What follows belongs to an exercise in optimizing a design on an open flow for small area; a production flow would make more cautious choices.
Only simulation tests tie the RTL to the original design; equivalence was not proved.
Power is estimated from default activity; no workload was simulated.

==> build 91: inputs <==
## matrix_stream_loader
module matrix_stream_loader (
  input  logic          clk,
  input  logic          rst,
  input  logic          cfg_valid,
  input  logic [2:0]    rows,
  input  logic [2:0]    cols,
  output logic          cfg_err,
  input  logic          in_valid,
  input  logic [31:0]   in_data,
  output logic          in_ready,
  output logic [1151:0] Aout,
  output logic          start,
  input  logic          done,
  output logic          busy,
  output logic [1:0]    dbg_state
);
  localparam logic [1:0] S_IDLE  = 2'd0;
  localparam logic [1:0] S_LOAD  = 2'd1;
  localparam logic [1:0] S_HOLD  = 2'd2;
  localparam logic [1:0] S_DRAIN = 2'd3;
  logic [1:0]    state_q;
  logic          cfg_err_q;
  logic [5:0]    idx_q;     
  logic [5:0]    last_q;    
  logic [1151:0] aout_q;
  logic idle, load, dims_ok, accept, is_last;
  assign idle    = (state_q == S_IDLE);
  assign load    = (state_q == S_LOAD);
  assign dims_ok = (rows != 3'd0) && (rows != 3'd7) &&
                   (cols != 3'd0) && (cols != 3'd7);
  assign accept  = load & in_valid;
  assign is_last = (idx_q == last_q);
  always_ff @(posedge clk or posedge rst) begin
    if (rst) begin
      state_q   <= S_IDLE;
      cfg_err_q <= 1'b0;
    end else begin
      cfg_err_q <= idle & cfg_valid & ~dims_ok;
      case (state_q)
        S_IDLE:  if (cfg_valid && dims_ok) state_q <= S_LOAD;
        S_LOAD:  if (in_valid && is_last)  state_q <= S_HOLD;
        S_HOLD:  if (done)                 state_q <= S_DRAIN;
        default: if (!done)                state_q <= S_IDLE;
      endcase
    end
  end
  always_ff @(posedge clk) begin
    if (idle) begin
      idx_q  <= 6'd0;
      last_q <= 6'(rows) * 6'(cols) - 6'd1;
    end else if (accept) begin
      idx_q  <= idx_q + 6'd1;
    end
  end
  logic        keep;
  logic [35:0] sel;
  assign keep = ~idle;
  always_comb begin
    for (int k = 0; k < 36; k++)
      sel[k] = accept & (idx_q == 6'(k));
  end
  always_ff @(posedge clk) begin
    for (int k = 0; k < 36; k++)
      aout_q[32*k +: 32] <= (aout_q[32*k +: 32] & {32{keep}}) |
                            (in_data & {32{sel[k]}});
  end
  assign Aout      = aout_q;
  ...
Settings: LEC_CHECK=0, CAP_MARGIN=20, CORE_AREA=5 5 245 245, DIE_AREA=0 0 250 250, PLACE_DENSITY=0.82, SLEW_MARGIN=20; clock period 5.0 ns.
standard.sh (not shown) runs the stock make flow with config.mk's settings and CLKGATE_MAP_FILE= SYNTH_SCRIPT=/design/flow/synth_recipe.tcl, a recipe that flattens the netlist after the stock synthesis.
==> flow/flow/run.sh <==
#!/bin/bash
# Standard ORFS layout with these changes, which only affect cell area:
#  - port buffers are the smallest buffer (buf_1) instead of the default pick;
#  - pins may sit on adjacent routing tracks, so a smaller die fits them;
#  - clock tree synthesis uses clkbuf_8 leaf buffers with larger sink
#    clusters and no dummy loads (flip-flop clock slew stays near 105 ps).
set -euo pipefail
export BUFFER_PORTS_ARGS="-buffer_cell sky130_fd_sc_hd__buf_1"
export PLACE_PINS_ARGS="-min_distance 1 -min_distance_in_tracks"
export CTS_ARGS="-sink_clustering_enable -repair_clock_nets -dont_use_dummy_load -buf_list {sky130_fd_sc_hd__clkbuf_8} -sink_clustering_size 17 -sink_clustering_max_diameter 60"
bash standard.sh finish > standard_flow.log 2>&1
==> build 46 (differences from build 91) <==
==> flow/run.sh (new file) <==
#!/bin/bash
# synth_recipe.tcl (not shown) runs the flow's synth.tcl, then flattens the netlist and writes it again
# the make line also repeats each setting of config.mk as NAME=value (left out here)
make -C /OpenROAD-flow-scripts/flow DESIGN_CONFIG=/design/flow/config.mk WORK_HOME=/design/flow/orfs CLKGATE_MAP_FILE= SYNTH_SCRIPT=/design/flow/synth_recipe.tcl finish
--- a/flow/config.mk
+++ b/flow/config.mk
@@ -6,7 +6,6 @@
 export NUM_CORES = 4
 export LEC_CHECK = 0
 export CAP_MARGIN = 20
-export CORE_AREA = 5 5 245 245
-export DIE_AREA = 0 0 250 250
-export PLACE_DENSITY = 0.82
+export CORE_AREA = 5 5 415 415
+export DIE_AREA = 0 0 420 420
 export SLEW_MARGIN = 20
removed: flow/flow/run.sh
removed: flow/standard.sh
==> notes <==
- Sequential power is about the same in build 46 and build 91.
- In synthesized cell count, build 46 and build 91 do not differ.
- In non-clock buffer count, build 91 and build 46 do not differ.
- Core utilization: build 91 is higher than build 46 (41 points).
- In flip-flop and latch count, build 46 and build 91 do not differ.
- Against build 91, the hold slack of build 46 is better by 0.32 ns.
- Cell area: build 91 is lower than build 46 (about 23%).
- Build 91 produced a clean layout. Build 46 passed the timing, DRC and antenna checks.
==> figures <==
| item | build 46 | build 91 |
|---|---|---|
| Status | no timing/DRC/antenna violations | no timing/DRC/antenna violations |
| Final-layout clock-cell area share | 7.66% | 2.60% |
| Total Nets Final | 3918 | 3877 |
| Tap cells | 2204 | 765 |
| Total track usage | 18.9% | 43.0% |
| Cell count after placement | 5939 | 4499 |
| Startpoint of the most critical register-to-register path | state_q[0]$_DFFE_PP0P_ | state_q[1]$_DFFE_PP0P_ |
| Combinational share of power | 16.2% | 18.8% |
| Minimum setup slack after placement | 1.23 ns | 1.84 ns |
| Commonest non-fill, non-tap cell in the layout | clkdlybuf4s50_1 | buf_1 |
| Maximum number of pins on one net before global-route repair | 208 | 214 |
| DRT Pass-1 Iters | 10 | 9 |
| Die ar. | 176000 sq um | 62500 sq um |
| Worst relative slew slack | 19.1% | 21.2% |
| Vertical die dimension | 420 um | 250 um |

========
==> job 7608 <==
==> flow/design.v <==
module matrix_stream_loader (
  input  logic          clk,
  input  logic          rst,
  input  logic          cfg_valid,
  input  logic [2:0]    rows,
  input  logic [2:0]    cols,
  output logic          cfg_err,
  input  logic          in_valid,
  input  logic [31:0]   in_data,
  output logic          in_ready,
  output logic [1151:0] Aout,
  output logic          start,
  input  logic          done,
  output logic          busy,
  output logic [1:0]    dbg_state
);
  localparam logic [1:0] S_IDLE  = 2'd0;
  localparam logic [1:0] S_LOAD  = 2'd1;
  localparam logic [1:0] S_HOLD  = 2'd2;
  localparam logic [1:0] S_DRAIN = 2'd3;
  logic [1:0]    state_q;
  logic          cfg_err_q;
  logic [5:0]    idx_q;     
  logic [5:0]    last_q;    
  logic [1151:0] aout_q;
  logic idle, load, dims_ok, accept, is_last;
  assign idle    = (state_q == S_IDLE);
  assign load    = (state_q == S_LOAD);
  assign dims_ok = (rows != 3'd0) && (rows != 3'd7) &&
                   (cols != 3'd0) && (cols != 3'd7);
  assign accept  = load & in_valid;
  assign is_last = (idx_q == last_q);
  always_ff @(posedge clk or posedge rst) begin
    if (rst) begin
      state_q   <= S_IDLE;
      cfg_err_q <= 1'b0;
    end else begin
      cfg_err_q <= idle & cfg_valid & ~dims_ok;
      case (state_q)
        S_IDLE:  if (cfg_valid && dims_ok) state_q <= S_LOAD;
        S_LOAD:  if (in_valid && is_last)  state_q <= S_HOLD;
        S_HOLD:  if (done)                 state_q <= S_DRAIN;
        default: if (!done)                state_q <= S_IDLE;
      endcase
    end
  end
  always_ff @(posedge clk) begin
    if (idle) begin
      idx_q  <= 6'd0;
      last_q <= 6'(rows) * 6'(cols) - 6'd1;
    end else if (accept) begin
      idx_q  <= idx_q + 6'd1;
    end
  end
  logic        keep;
  logic [35:0] sel;
  assign keep = ~idle;
  always_comb begin
    for (int k = 0; k < 36; k++)
      sel[k] = accept & (idx_q == 6'(k));
  end
  always_ff @(posedge clk) begin
    for (int k = 0; k < 36; k++)
      aout_q[32*k +: 32] <= (aout_q[32*k +: 32] & {32{keep}}) |
                            (in_data & {32{sel[k]}});
  end
  assign Aout      = aout_q;
  assign cfg_err   = cfg_err_q;
  assign dbg_state = state_q;
  assign in_ready  = load;
  assign busy      = ~idle;
  assign start     = (state_q == S_HOLD);
endmodule
==> flow/flow/run.sh <==
#!/bin/bash
# Standard ORFS layout with these changes, which only affect cell area:
#  - port buffers are the smallest buffer (buf_1) instead of the default pick;
#  - pins may sit on adjacent routing tracks, so a smaller die fits them;
#  - clock tree synthesis uses clkbuf_8 leaf buffers with larger sink
#    clusters and no dummy loads (flip-flop clock slew stays near 105 ps).
set -euo pipefail
export BUFFER_PORTS_ARGS="-buffer_cell sky130_fd_sc_hd__buf_1"
export PLACE_PINS_ARGS="-min_distance 1 -min_distance_in_tracks"
export CTS_ARGS="-sink_clustering_enable -repair_clock_nets -dont_use_dummy_load -buf_list {sky130_fd_sc_hd__clkbuf_8} -sink_clustering_size 17 -sink_clustering_max_diameter 60"
bash standard.sh finish > standard_flow.log 2>&1
==> flow/standard.sh <==
#!/bin/bash
# synth_recipe.tcl (not shown) runs the flow's synth.tcl, then flattens the netlist and writes it again
# the make line also repeats each setting of config.mk as NAME=value (left out here)
make -C /OpenROAD-flow-scripts/flow DESIGN_CONFIG=/design/flow/config.mk WORK_HOME=/design/flow/orfs CLKGATE_MAP_FILE= SYNTH_SCRIPT=/design/flow/synth_recipe.tcl "${@:-finish}"
==> flow/config.mk <==
export PLATFORM = sky130hd
export DESIGN_NAME = matrix_stream_loader
export DESIGN_NICKNAME = matrix_stream_loader
export VERILOG_FILES = /design/flow/design.v
export SDC_FILE = /design/flow/constraint.sdc
export NUM_CORES = 4
export LEC_CHECK = 0
export CAP_MARGIN = 20
export CORE_AREA = 5 5 265 265
export DIE_AREA = 0 0 270 270
export PLACE_DENSITY = 0.72
export SLEW_MARGIN = 20
==> flow/constraint.sdc <==
create_clock -name core_clock -period 5.0 [get_ports {clk}]
set_input_delay 1.0000 -clock core_clock [delete_from_list [all_inputs] [get_ports {clk}]]
set_output_delay 1.0000 -clock core_clock [all_outputs]
set_load 0.01 [all_outputs]
==> job 2926 (differences from job 7608) <==
--- a/flow/design.v
+++ b/flow/design.v
@@ -21,7 +21,7 @@
   logic [1:0]    state_q;
   logic          cfg_err_q;
   logic [5:0]    idx_q;     
-  logic [5:0]    last_q;    
+  logic [5:0]    n_q;       
   logic [1151:0] aout_q;
   logic idle, load, dims_ok, accept, is_last;
   assign idle    = (state_q == S_IDLE);
@@ -29,7 +29,7 @@
   assign dims_ok = (rows != 3'd0) && (rows != 3'd7) &&
                    (cols != 3'd0) && (cols != 3'd7);
   assign accept  = load & in_valid;
-  assign is_last = (idx_q == last_q);
+  assign is_last = (idx_q + 6'd1 == n_q);    
   always_ff @(posedge clk or posedge rst) begin
     if (rst) begin
       state_q   <= S_IDLE;
@@ -47,7 +47,7 @@
   always_ff @(posedge clk) begin
     if (idle) begin
       idx_q  <= 6'd0;
-      last_q <= 6'(rows) * 6'(cols) - 6'd1;
+      n_q <= 6'(rows) * 6'(cols);
     end else if (accept) begin
       idx_q  <= idx_q + 6'd1;
     end
==> flow/flow/run.sh (replaced) <==
#!/bin/bash
# Standard ORFS layout with these changes, which only affect cell area:
#  - port buffers are the smallest buffer (buf_1) instead of the default pick;
#  - pins may sit on adjacent routing tracks, so a smaller die fits them;
#  - after placement, a gate followed by a lone buffer is folded into one
#    stronger gate (flow/post_place.tcl);
#  - clock tree synthesis uses clkbuf_8 leaf buffers with larger sink
#    clusters and no dummy loads (flip-flop clock slew stays near 105 ps).
set -euo pipefail
export BUFFER_PORTS_ARGS="-buffer_cell sky130_fd_sc_hd__buf_1"
export PLACE_PINS_ARGS="-min_distance 1 -min_distance_in_tracks"
export CTS_ARGS="-sink_clustering_enable -repair_clock_nets -dont_use_dummy_load -buf_list {sky130_fd_sc_hd__clkbuf_8} -sink_clustering_size 17 -sink_clustering_max_diameter 60"
bash standard.sh place > standard_place.log 2>&1
P=$FLOW_HOME/platforms/sky130hd
RESULTS=$PWD/orfs/results/sky130hd/matrix_stream_loader/base PLATFORM_DIR=$P \
  PLATFORM_LIB=$P/lib/sky130_fd_sc_hd__tt_025C_1v80.lib \
  openroad -no_init -exit flow/post_place.tcl > post_place.log 2>&1
bash standard.sh finish > standard_finish.log 2>&1
==> flow/flow/collapse.tcl (new file) <==
# Collapse "gate -> buffer" pairs: when a buffer's input net is driven by a
# single logic gate that drives nothing else, remove the buffer and let the
# gate (sized up) drive the loads directly. Also fold a port buffer followed
# by a lone buffer into one port buffer.
proc cell_area {inst} { return [get_property [get_lib_cells */[get_property $inst ref_name]] area] }
proc total_area {} { set a 0; foreach i [get_cells *] { set m [get_property $i ref_name]; if {[string match "*tapvpwr*" $m]} continue; set a [expr $a + [cell_area $i]] }; return $a }
proc upsized {m} {
  # the _4 variant of a logic cell, if it exists and is not dont-use
  if {![regexp {^(sky130_fd_sc_hd__\w+)_(\d+)$} $m -> base d]} { return "" }
  foreach s {4} {
    if {$d >= $s} { return "" }
    set lc [get_lib_cells -quiet */${base}_$s]
    if {[llength $lc]} { return ${base}_$s }
  }
  return ""
}
puts "area before [total_area]"
set block [ord::get_db_block]
set removed 0; set resized 0
set todo {}
foreach inst [$block getInsts] {
  set m [[$inst getMaster] getName]
  if {![regexp {__(buf|clkbuf)_\d+$} $m]} continue
  if {[string match "input*" [$inst getName]] || [string match "output*" [$inst getName]]} continue
  set in [$inst findITerm A]
  set net [$in getNet]
  if {$net == "NULL"} continue
  if {[llength [$net getBTerms]]} continue
  set its [$net getITerms]
  if {[llength $its] > 40} continue
  set outnet [[$inst findITerm X] getNet]
  if {$outnet == "NULL" || [llength [$outnet getBTerms]]} continue
  set drv ""
  foreach it $its { if {[$it isOutputSignal]} { set drv [$it getInst] } }
  if {$drv == ""} continue
  set dm [[$drv getMaster] getName]
  if {[string match "*df*" $dm]} continue
  lappend todo [list $inst $drv $dm [llength $its]]
}
foreach t $todo {
  lassign $t inst drv dm nits
  set dname [$drv getName]
  set bname [$inst getName]
  if {[regexp {__(buf|clkbuf)_\d+$} $dm] && [string match "input*" $dname]} {
    set new sky130_fd_sc_hd__buf_4
  } elseif {$nits <= 6} {
    set new [upsized $dm]
  } else {
    set new ""
  }
  if {$new == ""} { continue }
  puts "collapse $bname into $dname ($dm -> $new)"
  remove_buffers [get_cells $bname]
  replace_cell [get_cells $dname] $new
  incr removed; incr resized
}
puts "collapsed $removed buffers"
puts "area after [total_area]"
==> flow/flow/post_place.tcl (new file) <==
# Runs between ORFS's placement and clock tree synthesis: folds gate->buffer
# pairs into one stronger gate, fixes any slew/cap violation that leaves,
# legalizes, and writes the placement back for the rest of the flow.
set R $::env(RESULTS)
read_liberty $::env(PLATFORM_LIB)
read_db $R/3_place.odb
read_sdc $R/3_place.sdc
source $::env(PLATFORM_DIR)/setRC.tcl
set_dont_use [get_lib_cells {*__probe* *__lpflow*}]
estimate_parasitics -placement
source [file dirname [info script]]/collapse.tcl
repair_design -slew_margin 5 -cap_margin 5
detailed_placement
check_placement
estimate_parasitics -placement
report_check_types -max_slew -max_capacitance -violators
report_worst_slack -max
report_worst_slack -min
puts "area final [total_area]"
write_db $R/3_place.odb
CAP_MARGIN = 5   (was 20)
SLEW_MARGIN = 5   (was 20)
==> job 895 (differences from job 7608) <==
==> flow/flow/run.sh (replaced) <==
#!/bin/bash
# Standard ORFS layout with two changes that only affect cell area:
#  - port buffers are the smallest buffer (buf_1) instead of the default pick;
#  - clock tree synthesis uses no dummy loads.
set -euo pipefail
export BUFFER_PORTS_ARGS="-buffer_cell sky130_fd_sc_hd__buf_1"
export CTS_ARGS="-sink_clustering_enable -repair_clock_nets -dont_use_dummy_load -buf_list {${CTS_BUF_LIST:-sky130_fd_sc_hd__clkbuf_4 sky130_fd_sc_hd__clkbuf_8}}"
bash standard.sh finish > standard_flow.log 2>&1
==> run summary <==
status - aborted with a tool error
Syn Nets - 2921
last step reached - I/O pin placement
top cell type's share of synthesized area - 64.2%
largest cells by area after synthesis - dfxtp_1 (64%), a22o_1 (28%), clkbuf_1 (2.6%), buf_2 (1.4%), ha_1 (0.55%)
Post-Synthesis Cells - 2860
first error - [ERROR PPL-0024] Number of IO pins (1201) exceeds maximum number of available positions (974). Increase the die perimeter from 1080.00um to 1633.36um.
most frequent cells after synthesis - dfxtp_1 (1158), a22o_1 (1152), clkbuf_1 (254), buf_2 (101), buf_1 (32)
Initial Utilization - 53.8%
Compound-Gate Fraction of Synth Area - 28.1%
the above is filed under job 895

==> run summary <==
status - no timing/DRC/antenna violations
Compound-Gate Fraction of Synth Area - 28.1%
top cell type's share of synthesized area - 64.2%
post-synthesis mux area share - 0.0312%
Syn Nets - 2921
ClkCell Share - 2.63%
largest cells by area after synthesis - dfxtp_1 (64%), a22o_1 (28%), clkbuf_1 (2.6%), buf_2 (1.4%), ha_1 (0.55%)
cell taking the most area after synthesis - dfxtp_1
crit path launch - state_q[0]$_DFFE_PP0P_
most frequent cells after synthesis - dfxtp_1 (1158), a22o_1 (1152), clkbuf_1 (254), buf_2 (101), buf_1 (32)
buffering overhead - 12.1%
worst r2r dst - aout_q[190]$_DFF_P_
the above is filed under job 7608

==> run summary <==
most frequent cells after synthesis - dfxtp_1 (1158), a22o_1 (1152), clkbuf_1 (328), buf_1 (34)
Compound-Gate Fraction of Synth Area - 28.4%
largest cells by area after synthesis - dfxtp_1 (64%), a22o_1 (28%), clkbuf_1 (3.4%), and2_1 (0.50%), edfxtp_1 (0.50%)
Syn Nets - 2910
area occupied by multi-input gates - 0.0111 mm2
Post-Synthesis Cells - 2853
dpl cell area - 0.0407 mm2
final hold violation count - 0
Seq. pwr - 9.78 mW
most common cell after layout, fill and taps aside - buf_1
Initial Utilization - 53.6%
status - no timing/DRC/antenna violations
the above is filed under job 2926

-- separate check: timing with driven ports --
The flow's constraints put no driver on any port. The routed layouts listed below were extracted and timed again, unchanged, in two steps. Step 1, drivers: a clkbuf_16 drives clk and a buf_2 each remaining input, both assumed. Step 2 times the ports against the registers' clock, not the clock port: input delays grow and output delays shrink by t, the midpoint of the rising clock arrivals with the driver on. Three values: no drivers, after step 1, after step 2; two values: the first two.
run	shift t [ns]	setup slack, ns	worst hold slack (ns)	latest minus earliest clock arrival (ns)
build 91	0.737	1.448 / 1.389 / 1.722	0.157 / 0.128 / 0.486	0.072 / 0.072
build 46	0.798	0.920 / 0.858 / 1.209	0.482 / 0.482 / 0.482	0.052 / 0.053
job 7608	0.720	1.457 / 1.397 / 1.762	0.159 / 0.127 / 0.487	0.074 / 0.073
job 2926	0.742	1.320 / 1.255 / 1.789	0.116 / 0.103 / 0.487	0.092 / 0.092
After both steps setup and hold are still met in every run listed.
